This design comes from an exercise in tuning for small area, a short achievable clock period and few clock cycles per item on the open sky130 flow, not from production work. No functional check of the RTL was part of any run shown here. No activity file was given, so power comes from the tool's default toggle rates.

File: design/flow/config.mk
export PLATFORM = sky130hd
export DESIGN_NAME = servo_slew_limited_pwm_top
export DESIGN_NICKNAME = servo_slew_limited_pwm_top
export VERILOG_FILES = /design/flow/design.v
export SDC_FILE = /design/flow/constraint.sdc
export NUM_CORES = 4
export LEC_CHECK = 0
export CAP_MARGIN = 20
export CORE_MARGIN = 2
export CORE_UTILIZATION = 55
export SETUP_SLACK_MARGIN = 5
export SLEW_MARGIN = 20
File: design/flow/constraint.sdc
create_clock -name core_clock -period 11.0 [get_ports {clk}]
set_input_delay 2.2000 -clock core_clock [delete_from_list [all_inputs] [get_ports {clk}]]
set_output_delay 2.2000 -clock core_clock [all_outputs]
set_load 0.01 [all_outputs]
File: design/flow/design.v
`timescale 1ns / 1ps
package sslp_pkg;
  localparam logic OP_SET  = 1'b0;
  localparam logic OP_TICK = 1'b1;
  localparam logic [1:0] CFG_PULSE_GAIN = 2'd0;
  localparam logic [1:0] CFG_PULSE_MID  = 2'd1;
  localparam logic [1:0] CFG_CHAN_USE   = 2'd2;
  localparam logic [11:0] GAIN_RST     = 12'd800;
  localparam logic [11:0] MID_RST      = 12'd2040;
  localparam logic [2:0]  CHAN_USE_RST = 3'd5;
  localparam logic signed [11:0] TARGET_MAX = 12'sd1024;
  localparam logic signed [11:0] TARGET_MIN = -12'sd1024;
  localparam logic signed [13:0] PWM_MIN    = 14'sd200;
  localparam logic signed [13:0] PWM_MAX    = 14'sd3250;
endpackage
`timescale 1ns / 1ps
module servo_slew_limited_pwm_top #(
  parameter int CHANNELS = 5
) (
  input  logic               clk,
  input  logic               rst_n,
  input  logic               in_valid,
  output logic               in_ready,
  input  logic               in_op,
  input  logic [2:0]         in_channel,
  input  logic signed [11:0] in_target_pos,
  input  logic [11:0]        in_step_limit,
  input  logic               in_enable_req,
  input  logic [4:0]         in_pins_low,
  output logic               out_valid,
  input  logic               out_ready,
  output logic [2:0]         out_channel,
  output logic               out_pwm_write,
  output logic [11:0]        out_pwm_value,
  output logic               out_last,
  input  logic               cfg_we,
  input  logic [1:0]         cfg_index,
  input  logic [11:0]        cfg_wdata
);
  logic [11:0] gain_r;
  logic [11:0] mid_r;
  logic [2:0]  n_r;       
  always_ff @(posedge clk) begin
    if (!rst_n) begin
      gain_r <= sslp_pkg::GAIN_RST;
      mid_r  <= sslp_pkg::MID_RST;
      n_r    <= sslp_pkg::CHAN_USE_RST;
    end else if (cfg_we) begin
      case (cfg_index)
        sslp_pkg::CFG_PULSE_GAIN: gain_r <= cfg_wdata;
        sslp_pkg::CFG_PULSE_MID:  mid_r  <= cfg_wdata;
        sslp_pkg::CFG_CHAN_USE:   n_r    <= (cfg_wdata[2:0] > 3'd5) ? 3'd5 : cfg_wdata[2:0];
        default: ;
      endcase
    end
  end
  logic [2:0] h;   
  always_ff @(posedge clk) begin
    if (!rst_n)       h <= 3'd0;
    else if (h == 3'd4) h <= 3'd0;
    else              h <= h + 3'd1;
  end
  logic               q0_v, q0_op, q0_en, q0_pre;    
  logic [2:0]         q0_ch;
  logic signed [11:0] q0_tgt;
  logic [5:0]         q0_lq;
  logic [6:0]         q0_llo;
  logic               q1_v, q1_op, q1_en;
  logic [2:0]         q1_ch;
  logic signed [11:0] q1_tgt;
  logic [5:0]         q1_lq;
  logic [6:0]         q1_llo;
  logic signed [11:0] tgt_sat;
  logic [15:0]        lim_x;
  logic [6:0]         in_llo;
  always_comb begin
    if (in_target_pos > sslp_pkg::TARGET_MAX)      tgt_sat = sslp_pkg::TARGET_MAX;
    else if (in_target_pos < sslp_pkg::TARGET_MIN) tgt_sat = sslp_pkg::TARGET_MIN;
    else                                           tgt_sat = in_target_pos;
  end
  assign lim_x  = ({6'd0, in_step_limit[11:2]} << 5) + ({6'd0, in_step_limit[11:2]} << 3)
                + {6'd0, in_step_limit[11:2]};
  assign in_llo = in_op ? {2'b0, in_pins_low}
                        : 7'(in_step_limit[6:0] - ({1'b0, lim_x[15:10]} * 7'd100));
  logic       wact;     
  logic [2:0] wj;       
  logic [4:0] wpins;
  logic       ready;    
  logic       v0, v1;   
  logic       pop;
  logic       p2_v;
  logic       nz, ts0, ts1, noop0, noop1, tick_start, blk;
  logic       d0, d1, set_drain, rm0, rm1, keep0, keep1;
  logic       wa_e, step, step_last;
  logic [2:0] wj_e;
  logic [4:0] pins_e;
  logic       accept;
  function automatic logic set_ok(input logic [2:0] c, input logic pre, input logic act,
                                  input logic [2:0] j, input logic [2:0] ph, input logic rdy);
    set_ok = c > 3'd4 || pre || !act || c < j || (c == j && ph == j && rdy);
  endfunction
  function automatic logic rm0_f(input logic v, input logic op, input logic [2:0] c,
                                 input logic pre, input logic act, input logic [2:0] j,
                                 input logic [2:0] ph, input logic rdy, input logic [2:0] n);
    rm0_f = v && (op ? (!act || n == 3'd0) : set_ok(c, pre, act, j, ph, rdy));
  endfunction
  logic       in_ready_r;
  logic       q0_v_n, q0_op_n, q0_pre_n, q1_v_n, wact_n, v1_n;
  logic [2:0] q0_ch_n, wj_n, n_n;
  always_comb begin
    nz         = n_r != 3'd0;
    ts0        = q0_v && q0_op && !wact && nz;
    ts1        = q0_v && !q0_op && q1_v && q1_op && !wact && nz;
    noop0      = q0_v && q0_op && !nz;
    noop1      = q0_v && !q0_op && q1_v && q1_op && !nz;
    tick_start = ts0 || ts1;
    wa_e       = wact || tick_start;
    wj_e       = tick_start ? 3'd0 : wj;
    pins_e     = tick_start ? (ts0 ? q0_llo[4:0] : q1_llo[4:0]) : wpins;
    blk        = q0_v && !q0_op && (q0_pre || ts1) && (q0_ch == h);
    step       = wa_e && (h == wj_e) && ready && !blk;
    step_last  = step && (wj_e == n_r - 3'd1);
    d0         = q0_v && !q0_op && set_ok(q0_ch, q0_pre, wact, wj, h, ready);
    d1         = !d0 && q0_v && !q0_op && q1_v && !q1_op && (q1_ch != q0_ch)
                 && set_ok(q1_ch, 1'b0, wact, wj, h, ready);
    set_drain  = d0 || d1;
    rm0        = d0 || ts0 || noop0;
    rm1        = d1 || ts1 || noop1;
    keep0      = q0_v && !rm0;
    keep1      = q1_v && !rm1;
    in_ready   = in_ready_r;
    accept     = in_valid && in_ready;
    q0_v_n     = keep0 || keep1 || accept;
    q1_v_n     = (keep0 && keep1) || ((keep0 || keep1) && accept);
    q0_op_n    = keep0 ? q0_op  : keep1 ? q1_op : in_op;
    q0_ch_n    = keep0 ? q0_ch  : keep1 ? q1_ch : in_channel;
    q0_pre_n   = keep0 && (q0_pre || ts1);
    wact_n     = wa_e && !step_last;
    wj_n       = step ? wj_e + 3'd1 : wj_e;
    v1_n       = !pop && (v1 || (p2_v && v0));
    n_n        = (cfg_we && cfg_index == sslp_pkg::CFG_CHAN_USE)
                 ? ((cfg_wdata[2:0] > 3'd5) ? 3'd5 : cfg_wdata[2:0]) : n_r;
  end
  always_ff @(posedge clk) begin
    if (!rst_n) begin
      q0_v       <= 1'b0;
      q1_v       <= 1'b0;
      q0_pre     <= 1'b0;
      wact       <= 1'b0;
      wj         <= 3'd0;
      in_ready_r <= 1'b1;
    end else begin
      q0_v       <= q0_v_n;
      q1_v       <= q1_v_n;
      q0_pre     <= q0_pre_n;
      wact       <= wact_n;
      wj         <= wj_n;
      in_ready_r <= !(q0_v_n && q1_v_n) ||
                    rm0_f(q0_v_n, q0_op_n, q0_ch_n, q0_pre_n, wact_n, wj_n,
                          (h == 3'd4) ? 3'd0 : h + 3'd1, !v1_n, n_n);
    end
  end
  always_ff @(posedge clk) begin
    if (!keep0) begin
      if (keep1) begin
        q0_op  <= q1_op;
        q0_ch  <= q1_ch;
        q0_tgt <= q1_tgt;
        q0_lq  <= q1_lq;
        q0_llo <= q1_llo;
        q0_en  <= q1_en;
      end else begin
        q0_op  <= in_op;
        q0_ch  <= in_channel;
        q0_tgt <= tgt_sat;
        q0_lq  <= lim_x[15:10];
        q0_llo <= in_llo;
        q0_en  <= in_enable_req;
      end
    end
    if (!(keep0 && keep1)) begin
      q1_op  <= in_op;
      q1_ch  <= in_channel;
      q1_tgt <= tgt_sat;
      q1_lq  <= lim_x[15:10];
      q1_llo <= in_llo;
      q1_en  <= in_enable_req;
    end
    if (tick_start) wpins <= pins_e;
  end
  logic [2:0]         set_ch;
  logic signed [11:0] set_tgt;
  logic [5:0]         set_lq;
  logic [6:0]         set_lr;
  logic               set_en;
  always_comb begin
    set_ch  = d0 ? q0_ch  : q1_ch;
    set_tgt = d0 ? q0_tgt : q1_tgt;
    set_lq  = d0 ? q0_lq  : q1_lq;
    set_lr  = d0 ? q0_llo : q1_llo;
    set_en  = d0 ? q0_en  : q1_en;
  end
  logic [3:0] pos;
  logic [4:0] swe;
  always_comb begin
    pos = 4'(h) + 4'd6 - 4'(set_ch);
    if (pos >= 4'd5) pos = pos - 4'd5;
    if (pos >= 4'd5) pos = pos - 4'd5;
    for (int k = 0; k < 5; k++)
      swe[k] = set_drain && (set_ch < 3'd5) && (pos == 4'(k));
  end
  logic signed [11:0] rt  [5];
  logic [5:0]         rlq [5];
  logic [6:0]         rlr [5];
  logic               rreq[5];
  logic               ren [5];
  logic               rz  [5];    
  logic signed [11:0] rq  [5];
  logic [6:0]         rr  [5];
  logic signed [11:0] q0, t0;
  logic [6:0]         r0, lr0;
  logic [5:0]         lq0;
  logic               pin, en_new, dis, mov;
  logic signed [12:0] d;
  logic signed [13:0] dm, dp;
  logic [7:0]         s;
  logic               e_pos, e_zero, e_neg, rate_nz, up, dn, cy, bw;
  logic signed [11:0] qn;
  logic [6:0]         rn;
  always_comb begin
    t0      = rt[0];
    q0      = rz[0] ? 12'sd0 : rq[0];
    r0      = rz[0] ? 7'd0 : rr[0];
    lq0     = rlq[0];
    lr0     = rlr[0];
    pin     = pins_e[h];
    en_new  = rreq[0] || (ren[0] && !pin);
    dis     = ren[0] && !rreq[0] && pin;
    d       = 13'(t0) - 13'(q0);
    dm      = 14'(t0) - 14'(q0) - 14'($signed({1'b0, lq0}));
    dp      = 14'(t0) - 14'(q0) + 14'($signed({1'b0, lq0}));
    s       = 8'(r0) + 8'(lr0);
    e_pos   = d > 13'sd0;
    e_zero  = (d == 13'sd0) && (r0 == 7'd0);
    e_neg   = !e_pos && !e_zero;
    rate_nz = (lq0 != 6'd0) || (lr0 != 7'd0);
    up      = e_pos && rate_nz && (dm > 14'sd1 || (dm == 14'sd1 && s < 8'd100));
    dn      = e_neg && rate_nz && (dp < 14'sd0 || (dp == 14'sd0 && lr0 < r0));
    cy      = s >= 8'd100;
    bw      = r0 < lr0;
    if (up) begin
      qn = q0 + 12'($signed({1'b0, lq0})) + 12'(cy);
      rn = cy ? 7'(s - 8'd100) : s[6:0];
    end else if (dn) begin
      qn = q0 - 12'($signed({1'b0, lq0})) - 12'(bw);
      rn = bw ? 7'(r0 - lr0 + 7'd100) : 7'(r0 - lr0);
    end else begin
      qn = t0;
      rn = 7'd0;
    end
    mov = en_new && !e_zero;
  end
  always_ff @(posedge clk) begin
    for (int k = 0; k < 5; k++) begin
      if (swe[k]) begin
        rt[k]  <= set_tgt;
        rlq[k] <= set_lq;
        rlr[k] <= set_lr;
      end else begin
        rt[k]  <= rt[(k + 4) % 5];
        rlq[k] <= rlq[(k + 4) % 5];
        rlr[k] <= rlr[(k + 4) % 5];
      end
      if (k == 1 && step && en_new) begin
        rq[k] <= qn;
        rr[k] <= rn;
      end else begin
        rq[k] <= rq[(k + 4) % 5];
        rr[k] <= rr[(k + 4) % 5];
      end
    end
    for (int k = 0; k < 5; k++) begin
      if (!rst_n) begin
        rreq[k] <= 1'b0;
        ren[k]  <= 1'b0;
        rz[k]   <= 1'b1;
      end else begin
        rreq[k] <= swe[k] ? set_en : rreq[(k + 4) % 5];
        if (k == 1 && step) begin
          ren[k] <= en_new;
          rz[k]  <= rz[0] && !en_new;
        end else begin
          ren[k] <= ren[(k + 4) % 5];
          rz[k]  <= rz[(k + 4) % 5];
        end
      end
    end
  end
  logic               p1_v, p1_calc, p1_dis, p1_rnz;
  logic signed [11:0] p1_q;
  logic               p2_calc, p2_dis, p2_s;
  logic [11:0]        p2_m;
  logic               s1, inc1;
  logic [10:0]        m1;
  logic [22:0]        prod1;
  logic signed [13:0] raw;
  logic [11:0]        pwm_c;
  always_ff @(posedge clk) begin
    if (!rst_n) begin
      p1_v <= 1'b0;
      p2_v <= 1'b0;
    end else if (ready) begin
      p1_v <= step;
      p2_v <= p1_v;
    end
  end
  always_ff @(posedge clk) begin
    if (ready) begin
      p1_calc <= mov;
      p1_dis  <= dis;
      p1_q    <= qn;
      p1_rnz  <= rn != 7'd0;
      p2_calc <= p1_calc;
      p2_dis  <= p1_dis;
      p2_s    <= s1;
      p2_m    <= prod1[21:10];
    end
  end
  always_comb begin
    s1    = p1_q[11];
    inc1  = s1 && !p1_rnz;
    m1    = s1 ? ~p1_q[10:0] : p1_q[10:0];
    prod1 = 23'(m1 * gain_r) + (inc1 ? 23'(gain_r) : 23'd0);
  end
  always_comb begin
    raw = p2_s ? 14'($signed({2'b0, mid_r}) - $signed({2'b0, p2_m}))
               : 14'($signed({2'b0, mid_r}) + $signed({2'b0, p2_m}));
    if (raw < sslp_pkg::PWM_MIN)      pwm_c = 12'd200;
    else if (raw > sslp_pkg::PWM_MAX) pwm_c = 12'd3250;
    else                              pwm_c = raw[11:0];
  end
  logic        wr0, wr1;
  logic [11:0] val0, val1;
  logic        push;
  logic        nwr;
  logic [11:0] nval;
  logic [2:0]  chn, chn_n;
  logic        last_r;
  assign ready = !v1;
  assign push  = p2_v && ready;
  assign pop   = v0 && out_ready;
  assign nwr   = p2_calc || p2_dis;
  assign nval  = p2_calc ? pwm_c : 12'd0;
  assign chn_n = pop ? ((chn == n_r - 3'd1) ? 3'd0 : chn + 3'd1) : chn;
  always_ff @(posedge clk) begin
    if (!rst_n) begin
      v0  <= 1'b0;
      v1  <= 1'b0;
      chn    <= 3'd0;
      last_r <= 1'b0;
    end else begin
      if (v1) begin
        if (pop) v1 <= 1'b0;
      end else if (push) begin
        if (v0 && !pop) v1 <= 1'b1;
        v0 <= 1'b1;
      end else if (pop) begin
        v0 <= 1'b0;
      end
      chn    <= chn_n;
      last_r <= (chn_n == n_n - 3'd1);
    end
  end
  always_ff @(posedge clk) begin
    if (v1) begin
      if (pop) begin
        wr0  <= wr1;
        val0 <= val1;
      end
    end else if (push) begin
      if (v0 && !pop) begin
        wr1  <= nwr;
        val1 <= nval;
      end else begin
        wr0  <= nwr;
        val0 <= nval;
      end
    end
  end
  assign out_valid     = v0;
  assign out_channel   = chn;
  assign out_pwm_write = wr0;
  assign out_pwm_value = val0;
  assign out_last      = last_r;
endmodule
File: design/flow/run.sh
#!/bin/bash
# synth_recipe.tcl (not shown) runs the flow's synth.tcl, then flattens the netlist and writes it again
# the make line also repeats each setting of config.mk as NAME=value (left out here)
make -C /OpenROAD-flow-scripts/flow DESIGN_CONFIG=/design/flow/config.mk WORK_HOME=/design/flow/orfs CLKGATE_MAP_FILE= SYNTH_SCRIPT=/design/flow/synth_recipe.tcl finish
==> results of run 1 <==
## worst max-delay path, stage by stage, from the launching register on
cell      delay, ns
edfxtp_1       0.47
buf_12         0.20
buf_6          0.14
xor2_4         0.26
nand2_2        0.10
fa_1           0.58
fa_1           0.45
fa_1           0.54
inv_1          0.05
fa_1           0.50
fa_1           0.60
ha_4           0.22
a21boi_1       0.13
o21ai_2        0.19
a31oi_4        0.06
o41ai_4        0.47
o2111a_2       0.29
o31ai_4        0.09
a21oi_2        0.16
xnor2_1        0.07
## kinds of logic (layout without fill, tap and decap cells)
group                    Yosys count  after routing  synth area share [%]
other                              0              1                     0
AO/OA/AOI/OAI                    500            500                  13.8
AND/OR/NAND/NOR                  773            776                  15.2
adder cells (fa/ha/maj)          293            293                  19.0
XOR/XNOR                         100            101                  3.72
buffers and inverters            362            462                  5.81
multiplexers                      88             88                  3.96
flip-flops                       402            402                  38.6
## routing by layer
| metal | vias up | global-route usage [%] |
|---|---|---|
| met5 | - | 0 |
| met4 | 0 | 8.68 |
| met3 | 94 | 3.37 |
| met2 | 326 | 44.2 |
| met1 | 8698 | 32.1 |
| li1 | 8724 | - |
## where the power goes
group | leakage (nW) | internal, mW | switching [mW]
Sequential | 3.57 | 1.97 | 0.215
Clock | 0.773 | 0.932 | 0.638
Combinational | 7.61 | 2.23 | 2.98
Total | 12.0 | 5.14 | 3.84
## worst paths after layout
check | from | endpoint | slack (ns) | cells after the start
max | p1_q[11] | p2_m[11] | 5.19 | 19
min | rr[2][5] | rr[3][5] | 0.32 | 0
max reg2reg | p1_q[11] | p2_m[11] | 5.19 | 19
min reg2reg | rr[2][5] | rr[3][5] | 0.32 | 0
## state kept, by name, indices dropped and copies added, names as in the netlist, 12 cells and up
| signal | cells |
|---|---|
| p1_q | 12 |
| mid_r | 12 |
| rlq | 30 |
| val0 | 12 |
| rq | 60 |
| q0_tgt | 12 |
| gain_r | 12 |
| rt | 60 |
| val1 | 12 |
| rlr | 35 |
| p2_m | 12 |
| q1_tgt | 12 |
| rr | 35 |
## area by class of cell
class / count / area share, %
tap: 585 / 2.66
multi-input combinational: 1758 / 50.0
antenna: 1 / 0.00911
timing repair buffer: 128 / 4.53
clock buffer: 50 / 4.31
clock inverter: 30 / 1.39
inverter: 254 / 3.48
sequential: 402 / 33.6
## repair_timing
| action | 4_1_cts | 5_1_grt |
|---|---|---|
| buffers inserted | 8 | 34 |
| endpoints found under the setup margin | 143 | 146 |
| gates cloned | 2 | 3 |
| pin swaps | 4 | 24 |
| gates resized for setup | 46 | 54 |
## cells in the final DEF (no fill, tap or decap), types with 8 or more instances in the layout
cell	n
nor4_1	13
nand2b_1	20
edfxtp_1	117
and2_1	72
nand4_1	9
a21o_1	27
clkdlybuf4s50_1	63
o211ai_1	8
dfxtp_1	280
o21ai_0	125
or3_1	10
xnor2_1	57
a21oi_1	143
nand2_1	324
inv_1	250
o21bai_1	10
or2_2	11
nand3_1	50
nor2_1	136
mux2i_1	43
ha_1	173
clkbuf_16	46
xor2_1	28
fa_1	117
nor3_1	38
buf_4	47
nor2b_1	38
mux2_2	43
nand3b_1	8
xor2_4	9
a211oi_1	17
o21a_1	12
o31ai_1	18
a31oi_1	16
## metrics by stage
| stage | util, % | setup WS [ns] |
|---|---|---|
| 6_report | 63.9 | 5.19 |
| 5_1_grt | 63.9 | 4.81 |
| 4_1_cts | 62.7 | 4.98 |
| 3_5_place_dp | 58.3 | 4.01 |
| 3_3_place_gp | 58.3 | 4.12 |
| 2_1_floorplan | - | 4.96 |
==> impl_metrics.toml, run 1 <==
[sta]
setup_tns_ns = 0
finalClockSkew_ns = 0.0370
slew_headroom_pct = 32.0
rsz0062_at_grt = "false"
hold_ws_ns = 0.323
slew_violations = 0
min_period_ns = 5.81
hold_viol_final = 0
tightest_slew_ns = 1.01
fmax_ghz = 0.172
setup_violations = 0
finalCritPeriodShare_pct = 52.8

[synth]
synth_edf_count = 117
ys_types = 90
seq_area_frac_synth_pct = 38.6
synth_top_area_share_pct = 23.9
syn_area_sq_um = 23900
yosys-top-cells-count = "nand2_1 (329), dfxtp_1 (285), inv_1 (252)"
synth_area_leaders = "dfxtp_1 (24%), edfxtp_1 (15%), fa_1 (9.8%), ha_1 (9.2%), nand2_1 (5.2%)"
ys_seq_elements = 402
syn_avg_cell_area_sq_um = 9.49
syn_inst = 2518
synthArstFlopShare_pct = 0
synth_nets = 2864
synth_most_common_cell = "nand2_1"
synth_ff_type = "dfxtp_1"
synth_top_area_cell = "dfxtp_1"
ys_warn_count = 9

[global_route]
grt-ovfl-total = 0
grt_pass1_wl_microns = 90400
track_usage_pct = 25.2
grt_pass1_vias = 17600
antenna_found_initial = 3
grt_max_degree = 53

[critical_path]
crit_fanout = 8
cp.required_ns = 11.34
critical_path_class = "reg -> reg"
worstPathArrival_ns = 6.16
cp-end-kind = "register"
startpoint_type = "register"

[placement]
dp.cells = 3080
placed_cell_area_sq_um = 25000
gp_congestion = 0.878
io_buffers = 71
place.detailed.hpwl_microns = 40800

[route]
remaining_drc_errors = 0
ant_nets = 0
drt_iter0_drc = 1038
dr.pass1.iters = 6
wire_per_inst_microns = 17.8
wl_met2_microns = 28300
viasPerCell = 5.56
routed_wl_microns = 57100
num_vias = 17800
wl_met3_microns = 2070
top_layer_used = "met4"
wl_met1_microns = 25200

[pwr]
power.total_mw = 8.97
p_per_area_nw_per_um2 = 326
irDropWorstVdd_v = 0.000262
p_leak_nw = 12.0

[floorplan]
die_h_microns = 212
rows = 76
die_w_microns = 212
start_util_pct = 55.6
die_area_sq_um = 45100
coreArea_sq_um = 43000
boundaryPins = 72

[clock_network]
hold_buffers = 0
cts_buffers = 43
clk_latency_ns = 0.60
cts_buffer_depth = 3
cts.sinks = 402
cts_max_level = 2
root_buffer = "clkbuf_16"
cts_tree = "yes"
clk_pin_slew_ns = 0.06

[layout]
syn2layout_area_growth_pct = 15.0
fin_cells = 3208
nets = 2933
multi_input_area_sq_um = 13700
design_area_sq_um = 27500
fillers = 3564
register_area_sq_um = 9230
drive_gt1_share_pct = 10.3

[job]
cap_violations = 0

[worst_hold_path]
hold_path.class = "reg -> reg"

[run_status]
outcome = "timing/DRC/antenna clean"
==> inputs of run 2 (changes only) <==
--- a/design/flow/config.mk
+++ b/design/flow/config.mk
@@ -8,5 +8,7 @@
 export CAP_MARGIN = 20
 export CORE_MARGIN = 2
 export CORE_UTILIZATION = 55
+export CTS_CLUSTER_DIAMETER = 100
+export CTS_CLUSTER_SIZE = 30
 export SETUP_SLACK_MARGIN = 5
 export SLEW_MARGIN = 20
==> impl_metrics.toml, run 2 <==
[run_status]
outcome = "timing/DRC/antenna clean"

[floorplan]
die_w_microns = 212
die_area_sq_um = 45100
boundaryPins = 72
rows = 76
start_util_pct = 55.6
coreArea_sq_um = 43000
die_h_microns = 212

[critical_path]
startpoint_type = "register"
worst-path-stages = 19
crit_slowest_cell = "fa_1"
crit_fanout = 8
cp-end-kind = "register"
max_stage_delay_ns = 0.57
critical_path_buf_inv_count = 3
cp_top_family = "adder cells"
crit_end = "p2_m[11]"
setup.worst_path.start = "p1_q[11]"
worst_path_most_repeated_cell = "fa_1"
rr_startpoint = "p1_q[11]"
reg2reg_slack_ns = 5.20
worstPathArrival_ns = 6.12
critical_path_class = "reg -> reg"
timing.rr.end = "p2_m[11]"
worstPathCellList = "buf_12 > buf_4 > xor2_4 > nand2_2 > fa_1 > fa_1 > fa_1 > inv_1 > fa_1 > fa_1 > ha_4 > a21boi_2 > o21ai_2 > a31oi_2 > o41ai_4 > o2111a_2 > o31ai_4 > a21oi_2 > xnor2_1"
r2r_cells = 19
cp.required_ns = 11.32

[synth]
syn_area_sq_um = 23900
synth_ff_type = "dfxtp_1"
ys_seq_elements = 402
synth_top_area_share_pct = 23.9
yosys-top-cells-count = "nand2_1 (329), dfxtp_1 (285), inv_1 (252)"
seq_area_frac_synth_pct = 38.6
ys_types = 90
synth_top_area_cell = "dfxtp_1"
syn_inst = 2518
synth_edf_count = 117
syn_avg_cell_area_sq_um = 9.49
synth_most_common_cell = "nand2_1"
synthArstFlopShare_pct = 0
synth_area_leaders = "dfxtp_1 (24%), edfxtp_1 (15%), fa_1 (9.8%), ha_1 (9.2%), nand2_1 (5.2%)"
ys_warn_count = 9
synth_nets = 2864

[sta]
setup_violations = 0
hold_viol_final = 0
setup_tns_ns = 0
fin_ws_ns = 5.20
slew_violations = 0
finalCritPeriodShare_pct = 52.8
fmax_ghz = 0.172
tightest_slew_ns = 1.03
min_period_ns = 5.80
finalClockSkew_ns = 0.0221
rsz0062_at_grt = "false"
slew_headroom_pct = 30.9

[clock_network]
cts_buffers = 18
clk_pin_slew_ns = 0.11
cts_max_level = 1
hold_buffers = 0
cts.sinks = 402
clk_latency_ns = 0.55
cts_tree = "yes"
cts_buffer_depth = 3
root_buffer = "clkbuf_16"

[layout]
drive_gt1_share_pct = 8.53
largestRegisters = "rq: 60 flops, rt: 60 flops"
nets = 2904
fillers = 3684
final_cell_mix = "nand2_1 (322), dfxtp_1 (279), inv_1 (249)"
syn2layout_area_growth_pct = 10.7
layout_commonest_cell = "nand2_1"
fin_cells = 3154

[global_route]
grt_pass1_vias = 17400
grt_pass1_wl_microns = 89100
grt-ovfl-total = 0
antenna_found_initial = 3
track_usage_pct = 24.7
grt_max_degree = 53

[placement]
place.detailed.hpwl_microns = 40800
dp.cells = 3080
gp_congestion = 0.878
dp_worst_setup_slack_ns = 4.01
io_buffers = 71

[worst_hold_path]
hold_path.class = "reg -> reg"

[pwr]
pwr-share-seq_pct = 26.5
irDropWorstVdd_v = 0.000284
p_per_area_nw_per_um2 = 311
p_leak_nw = 11.4
clkPwrFrac_pct = 9.8
p_comb_share_pct = 63.7
intPower_mw = 4.56
swShare_pct = 44.6
switchingPower_mw = 3.66

[job]
cap_violations = 0

[route]
drt_iter0_drc = 906
remaining_drc_errors = 0
ant_nets = 0
dr.pass1.iters = 6
num_vias = 17500
routed_wl_microns = 55500
viasPerCell = 5.56
wire_per_inst_microns = 17.6
-- run 2: cell counts after synthesis --
No cell type changed its count.
-- run 2: metal layers --
metal / track usage, % / vias up / wire (microns)
met5: 0.111 / - / 0
met4: 6.51 / 0 / 1380
met3: 2.51 / 85 / 1840
met2: 44.1 / 308 / 27700
met1: 31.9 / 8521 / 24600
li1: - / 8624 / -
-- run 2: power by group through the flow --
| stage | clock (mW) | combinational [mW] | sequential [mW] |
|---|---|---|---|
| floorplan | 0 | 3.71 | 2.10 |
| global placement | 0 | 4.55 | 2.20 |
| detailed placement | 0 | 4.66 | 2.20 |
| CTS | 0.836 | 4.85 | 2.18 |
| global route | 0.880 | 5.90 | 2.21 |
| finish | 0.807 | 5.24 | 2.18 |
-- run 2: worst min path at each step --
stage	from	end	cells past startpoint	slack, ns
after global placement	rr[2][5]	rr[3][5]	0	0.31
after global routing	rq[4][5]	rq[0][5]	0	0.34
final	rq[4][5]	rq[0][5]	0	0.33
after floorplan	rq[4][0]	rq[0][0]	0	0.31
after CTS	rq[4][5]	rq[0][5]	0	0.33
after detailed placement	rr[4][2]	rr[0][2]	0	0.31
-- run 2: repair_timing --
| action | 4_1_cts | 5_1_grt |
|---|---|---|
| buffers inserted | 8 | 31 |
| setup endpoints to repair | 144 | 145 |
| gates cloned | 3 | 1 |
| resized for setup | 47 | 54 |
| pin swaps | 6 | 28 |
-- run 2: layout make-up --
| cell class | instances | area (sq um) | area share (%) |
|---|---|---|---|
| antenna | 1 | 2.50 | 0.00946 |
| clock buffer | 26 | 502 | 1.90 |
| timing repair buffer | 125 | 1220 | 4.60 |
| clock inverter | 4 | 52.6 | 0.199 |
| sequential | 402 | 9230 | 34.9 |
| multi-input combinational | 1757 | 13800 | 52.0 |
| inverter | 254 | 957 | 3.62 |
| tap | 585 | 732 | 2.77 |
-- run 2: through the flow --
step	area, sq um	hold WS (ns)	utilization, %	power [mW]
after floorplan	23900	0.310	-	5.81
after global placement	25000	0.310	58.3	6.75
after detailed placement	25000	0.312	58.3	6.86
after CTS	25900	0.331	60.3	7.86
after global routing	26400	0.339	61.5	8.99
final	26500	0.330	61.5	8.22
-- run 2: logic make-up after synthesis --
| group | share of synthesized area (%) |
|---|---|
| adder cells (fa/ha/maj) | 19.0 |
| XOR/XNOR | 3.72 |
| flip-flops | 38.6 |
| multiplexers | 3.96 |
| AO/OA/AOI/OAI | 13.8 |
| AND/OR/NAND/NOR | 15.2 |
| buffers and inverters | 5.81 |
==> inputs of run 3 (changes only) <==
--- a/design/flow/design.v
+++ b/design/flow/design.v
@@ -80,8 +80,7 @@
   end
   assign lim_x  = ({6'd0, in_step_limit[11:2]} << 5) + ({6'd0, in_step_limit[11:2]} << 3)
                 + {6'd0, in_step_limit[11:2]};
-  assign in_llo = in_op ? {2'b0, in_pins_low}
-                        : 7'(in_step_limit[6:0] - ({1'b0, lim_x[15:10]} * 7'd100));
+  assign in_llo = in_op ? {2'b0, in_pins_low} : in_step_limit[6:0];
   logic       wact;     
   logic [2:0] wj;       
   logic [4:0] wpins;
@@ -197,7 +196,7 @@
     set_ch  = d0 ? q0_ch  : q1_ch;
     set_tgt = d0 ? q0_tgt : q1_tgt;
     set_lq  = d0 ? q0_lq  : q1_lq;
-    set_lr  = d0 ? q0_llo : q1_llo;
+    set_lr  = d0 ? 7'(q0_llo - ({1'b0, q0_lq} * 7'd100)) : 7'(q1_llo + ({1'b0, q1_lq} * 7'd28));
     set_en  = d0 ? q0_en  : q1_en;
   end
   logic [3:0] pos;
@@ -221,10 +220,10 @@
   logic [6:0]         r0, lr0;
   logic [5:0]         lq0;
   logic               pin, en_new, dis, mov;
-  logic signed [12:0] d;
-  logic signed [13:0] dm, dp;
+  logic signed [11:0] qa, qb;
+  logic [6:0]         ra, rb;
   logic [7:0]         s;
-  logic               e_pos, e_zero, e_neg, rate_nz, up, dn, cy, bw;
+  logic               e_zero, rate_nz, up, dn, cy, bw;
   logic signed [11:0] qn;
   logic [6:0]         rn;
   always_comb begin
@@ -236,29 +235,28 @@
     pin     = pins_e[h];
     en_new  = rreq[0] || (ren[0] && !pin);
     dis     = ren[0] && !rreq[0] && pin;
-    d       = 13'(t0) - 13'(q0);
-    dm      = 14'(t0) - 14'(q0) - 14'($signed({1'b0, lq0}));
-    dp      = 14'(t0) - 14'(q0) + 14'($signed({1'b0, lq0}));
     s       = 8'(r0) + 8'(lr0);
-    e_pos   = d > 13'sd0;
-    e_zero  = (d == 13'sd0) && (r0 == 7'd0);
-    e_neg   = !e_pos && !e_zero;
-    rate_nz = (lq0 != 6'd0) || (lr0 != 7'd0);
-    up      = e_pos && rate_nz && (dm > 14'sd1 || (dm == 14'sd1 && s < 8'd100));
-    dn      = e_neg && rate_nz && (dp < 14'sd0 || (dp == 14'sd0 && lr0 < r0));
     cy      = s >= 8'd100;
     bw      = r0 < lr0;
+    qa      = q0 + 12'($signed({1'b0, lq0})) + 12'(cy);
+    qb      = q0 - 12'($signed({1'b0, lq0})) - 12'(bw);
+    ra      = cy ? 7'(s - 8'd100) : s[6:0];
+    rb      = bw ? 7'(r0 - lr0 + 7'd100) : 7'(r0 - lr0);
+    rate_nz = (lq0 != 6'd0) || (lr0 != 7'd0);
+    e_zero  = (t0 == q0) && (r0 == 7'd0);
+    up      = rate_nz && (t0 > qa);
+    dn      = rate_nz && (t0 < qb || (t0 == qb && rb != 7'd0));
     if (up) begin
-      qn = q0 + 12'($signed({1'b0, lq0})) + 12'(cy);
-      rn = cy ? 7'(s - 8'd100) : s[6:0];
+      qn = qa;
+      rn = ra;
     end else if (dn) begin
-      qn = q0 - 12'($signed({1'b0, lq0})) - 12'(bw);
-      rn = bw ? 7'(r0 - lr0 + 7'd100) : 7'(r0 - lr0);
+      qn = qb;
+      rn = rb;
     end else begin
       qn = t0;
       rn = 7'd0;
     end
-    mov = en_new && !e_zero;
+    mov     = en_new && !e_zero;
   end
   always_ff @(posedge clk) begin
     for (int k = 0; k < 5; k++) begin
@@ -299,10 +297,11 @@
   logic               p1_v, p1_calc, p1_dis, p1_rnz;
   logic signed [11:0] p1_q;
   logic               p2_calc, p2_dis, p2_s;
-  logic [11:0]        p2_m;
+  logic [16:0]        p2_a, p2_b;
   logic               s1, inc1;
   logic [10:0]        m1;
-  logic [22:0]        prod1;
+  logic [16:0]        a1, b1;
+  logic [25:0]        acc;
   logic signed [13:0] raw;
   logic [11:0]        pwm_c;
   always_ff @(posedge clk) begin
@@ -323,18 +322,21 @@
       p2_calc <= p1_calc;
       p2_dis  <= p1_dis;
       p2_s    <= s1;
-      p2_m    <= prod1[21:10];
+      p2_a    <= a1;
+      p2_b    <= b1;
     end
   end
   always_comb begin
-    s1    = p1_q[11];
-    inc1  = s1 && !p1_rnz;
-    m1    = s1 ? ~p1_q[10:0] : p1_q[10:0];
-    prod1 = 23'(m1 * gain_r) + (inc1 ? 23'(gain_r) : 23'd0);
+    s1   = p1_q[11];
+    inc1 = s1 && !p1_rnz;
+    m1   = s1 ? ~p1_q[10:0] : p1_q[10:0];
+    a1   = 17'(m1 * gain_r[5:0]) + (inc1 ? 17'(gain_r[5:0]) : 17'd0);
+    b1   = 17'(m1 * gain_r[11:6]) + (inc1 ? 17'(gain_r[11:6]) : 17'd0);
   end
   always_comb begin
-    raw = p2_s ? 14'($signed({2'b0, mid_r}) - $signed({2'b0, p2_m}))
-               : 14'($signed({2'b0, mid_r}) + $signed({2'b0, p2_m}));
+    acc = {4'd0, mid_r, 10'd0} + ({9'd0, p2_a} ^ {26{p2_s}})
+        + (({9'd0, p2_b} ^ {26{p2_s}}) << 6) + (p2_s ? 26'd1088 : 26'd0);
+    raw = acc[23:10];
     if (raw < sslp_pkg::PWM_MIN)      pwm_c = 12'd200;
     else if (raw > sslp_pkg::PWM_MAX) pwm_c = 12'd3250;
     else                              pwm_c = raw[11:0];
==> design/flow/config.mk (replaced) <==
export PLATFORM = sky130hd
export DESIGN_NAME = servo_slew_limited_pwm_top
export DESIGN_NICKNAME = servo_slew_limited_pwm_top
export VERILOG_FILES = /design/flow/design.v
export SDC_FILE = /design/flow/constraint.sdc
export NUM_CORES = 4
export LEC_CHECK = 0
export ABC_CLOCK_PERIOD_IN_PS = 5000
export CAP_MARGIN = 20
export CORE_MARGIN = 2
export CORE_UTILIZATION = 40
export SETUP_SLACK_MARGIN = 5
export SLEW_MARGIN = 20
==> impl_metrics.toml, run 3 <==
[placement]
placed_cell_area_sq_um = 26100
gp_congestion = 0.840
dp_worst_setup_slack_ns = 4.01
place.detailed.hpwl_microns = 43200
io_buffers = 71

[route]
wire_per_inst_microns = 17.7
viasPerCell = 5.26
remaining_drc_errors = 0
ant_nets = 0
num_vias = 17900
dr.pass1.iters = 5
routed_wl_microns = 60200
drt_iter0_drc = 971

[critical_path]
cp.required_ns = 11.45
critical_path_class = "reg -> reg"
crit_slowest_cell = "fa_2"
startpoint_type = "register"
crit_fanout = 8
cp-end-kind = "register"
max_stage_delay_ns = 0.44
critical_path_buf_inv_count = 2
cp_top_family = "compound AO/OA/AOI/OAI gates"
worstPathArrival_ns = 6.50

[synth]
syn_area_sq_um = 24500
ys_types = 92
synthArstFlopShare_pct = 0
synth_top_area_share_pct = 23.2
synth_top_area_cell = "dfxtp_1"
syn_inst = 2486
synth_area_leaders = "dfxtp_1 (23%), edfxtp_1 (16%), ha_1 (11%), fa_1 (8.3%), nand2_1 (4.3%)"
ys_seq_elements = 418
seq_area_frac_synth_pct = 39.5
synth_ff_type = "dfxtp_1"
synth_most_common_cell = "dfxtp_1"
synth_nets = 2850
ys_warn_count = 9
syn_avg_cell_area_sq_um = 9.87
synth_edf_count = 133
yosys-top-cells-count = "dfxtp_1 (285), nand2_1 (279), ha_1 (209)"

[sta]
finalClockSkew_ns = 0.0513
min_period_ns = 6.05
hold_ws_ns = 0.285
hold_viol_final = 0
slew_headroom_pct = 31.9
fmax_ghz = 0.165
rsz0062_at_grt = "true"
fin_ws_ns = 4.95
finalCritPeriodShare_pct = 55.0
tightest_slew_ns = 1.02
slew_violations = 0
setup_violations = 0
setup_tns_ns = 0

[floorplan]
die_w_microns = 252
rows = 90
start_util_pct = 40.6
die_area_sq_um = 63400
coreArea_sq_um = 60500
boundaryPins = 72
die_h_microns = 252

[global_route]
grt_pass1_vias = 18100
track_usage_pct = 18.8
grt-ovfl-total = 0
grt_pass1_wl_microns = 95900
grt_max_degree = 61
antenna_found_initial = 0

[layout]
largestRegisters = "rq: 60 flops, rt: 60 flops"
layout_commonest_cell = "dfxtp_1"
fin_util_pct = 47.8
multi_input_area_sq_um = 14400
fillers = 5566
nets = 2941
antennaDiodeCount = 0
design_area_sq_um = 28900
syn2layout_area_growth_pct = 17.8
register_area_sq_um = 9720
drive_gt1_share_pct = 13.7
final_cell_mix = "dfxtp_1 (276), nand2_1 (275), ha_1 (201)"

[clock_network]
hold_buffers = 0
cts_tree = "yes"
root_buffer = "clkbuf_16"
cts_buffers = 46
cts_max_level = 2
cts.sinks = 418
cts_buffer_depth = 3
clk_pin_slew_ns = 0.06
clk_latency_ns = 0.61

[pwr]
swShare_pct = 41.6
switchingPower_mw = 3.61
p_leak_nw = 12.6
clkPwrFrac_pct = 18.8
irDropWorstVdd_v = 0.000192
p_per_area_nw_per_um2 = 300
intPower_mw = 5.07
p_comb_share_pct = 54.8
pwr-share-seq_pct = 26.4

[job]
cap_violations = 0

[run_status]
outcome = "timing/DRC/antenna clean"

[worst_hold_path]
hold_path.class = "reg -> reg"
## run 3: cell types whose count changed after synthesis, moves of 18 or more
cell     delta
nor2_1     +21
xor2_1     +29
o21ai_0    -37
inv_1      -61
mux2_2     +18
ha_1       +33
a21oi_1    +24
xnor2_1    +34
nand2_1    -50
## run 3: kinds of logic after synthesis
family	share of synthesized area, %
buf+inv	4.72
mux	4.51
simple gates	14.1
flops	39.5
compound gates	12.3
fa+ha+maj	19.0
xor+xnor	5.87
## run 3: worst reg2reg max path, delay by kind of cell, from the launching register on
family	cells	cell delay (ns)
AOI/OAI and AO/OA	13	2.69
adders and majority gates	3	1.10
and+or+nand+nor	7	0.97
DFF	1	0.41
buffers and inverters	2	0.31
muxes	1	0.26
xor gates and xnor gates	1	0.20
## run 3: final timing paths
kind | from | to | slack (ns) | cells past startpoint
min | rq[3][9] | rq[4][9] | 0.28 | 0
max reg2reg | rz[0] | rq[1][3] | 4.95 | 27
max | rz[0] | rq[1][3] | 4.95 | 27
min reg2reg | rq[3][9] | rq[4][9] | 0.28 | 0
## run 3: area by class of cell
class	count	share of cell area [%]
Sequential cell	418	33.6
Timing Repair Buffer	146	5.04
Clock buffer	64	4.78
Multi-Input combinational cell	1770	49.6
Tap cell	782	3.38
Timing Repair inverter	1	0.0303
Clock inverter	22	0.939
Inverter	194	2.58
## run 3: what timing repair did
item	in CTS	in global routing
setup endpoints to repair	167	165
hold endpoints to repair	0	0
cloned	1	5
buffers inserted	21	30
pin swaps	13	52
gates resized for setup	41	76
## run 3: through the flow
stage / power [mW] / instances
final: 8.67 / 3397
after global routing: 9.40 / 3397
after CTS: 8.54 / 3362
after detailed placement: 6.68 / 3254
after global placement: 6.60 / 3253
after floorplan: 5.60 / 2486
## run 3: power by group through the flow
stage | registers (mW) | clock network (mW) | logic, mW
5_1_grt | 2.32 | 1.73 | 5.34
6_report | 2.29 | 1.63 | 4.76
2_1_floorplan | 2.16 | 0 | 3.43
3_3_place_gp | 2.30 | 0 | 4.29
4_1_cts | 2.28 | 1.67 | 4.59
3_5_place_dp | 2.31 | 0 | 4.37
## run 3: metal layers
layer	part of all wire, %	up-vias	routed length (microns)	global-route usage [%]
met5	0	-	0	0
met1	45	8772	27300	24.6
li1	-	8695	-	-
met3	3.5	87	2100	2.27
met4	2.7	0	1620	5.99
met2	49	324	29300	32.3

-- what the ideal ports hide --
In the flow no input, the clock included, has a driving cell. The finished layouts below were timed again as built, in two steps.
Step 1, drivers: a clkbuf_16 drives clk and a buf_2 each remaining input, both assumed.
Step 2 adds t to the input delays and takes it off the output delays; t is the mean of the earliest and latest rising clock arrival at the registers after step 1. Input paths then give back, and output paths get back, about the clock's delay inside the block.
Slacks: ideal / step 1 / step 2; pairs: ideal / step 1.
run | t, ns | slack for setup (ns) | latest minus earliest clock arrival (ns) | worst slew at a driven data input, ns
run 1 | 0.640 | 5.188 / 5.188 / 4.654 | 0.040 / 0.040 | 0.04
run 2 | 0.597 | 5.196 / 5.196 / 4.697 | 0.023 / 0.023 | 0.04
run 3 | 0.638 | 4.948 / 4.948 / 4.948 | 0.053 / 0.052 | 0.04
After both steps setup and hold are still met in every run listed. The setup slack of run 1, which loses most, moves by 0.000 ns with the drivers and by -0.534 ns with both steps.
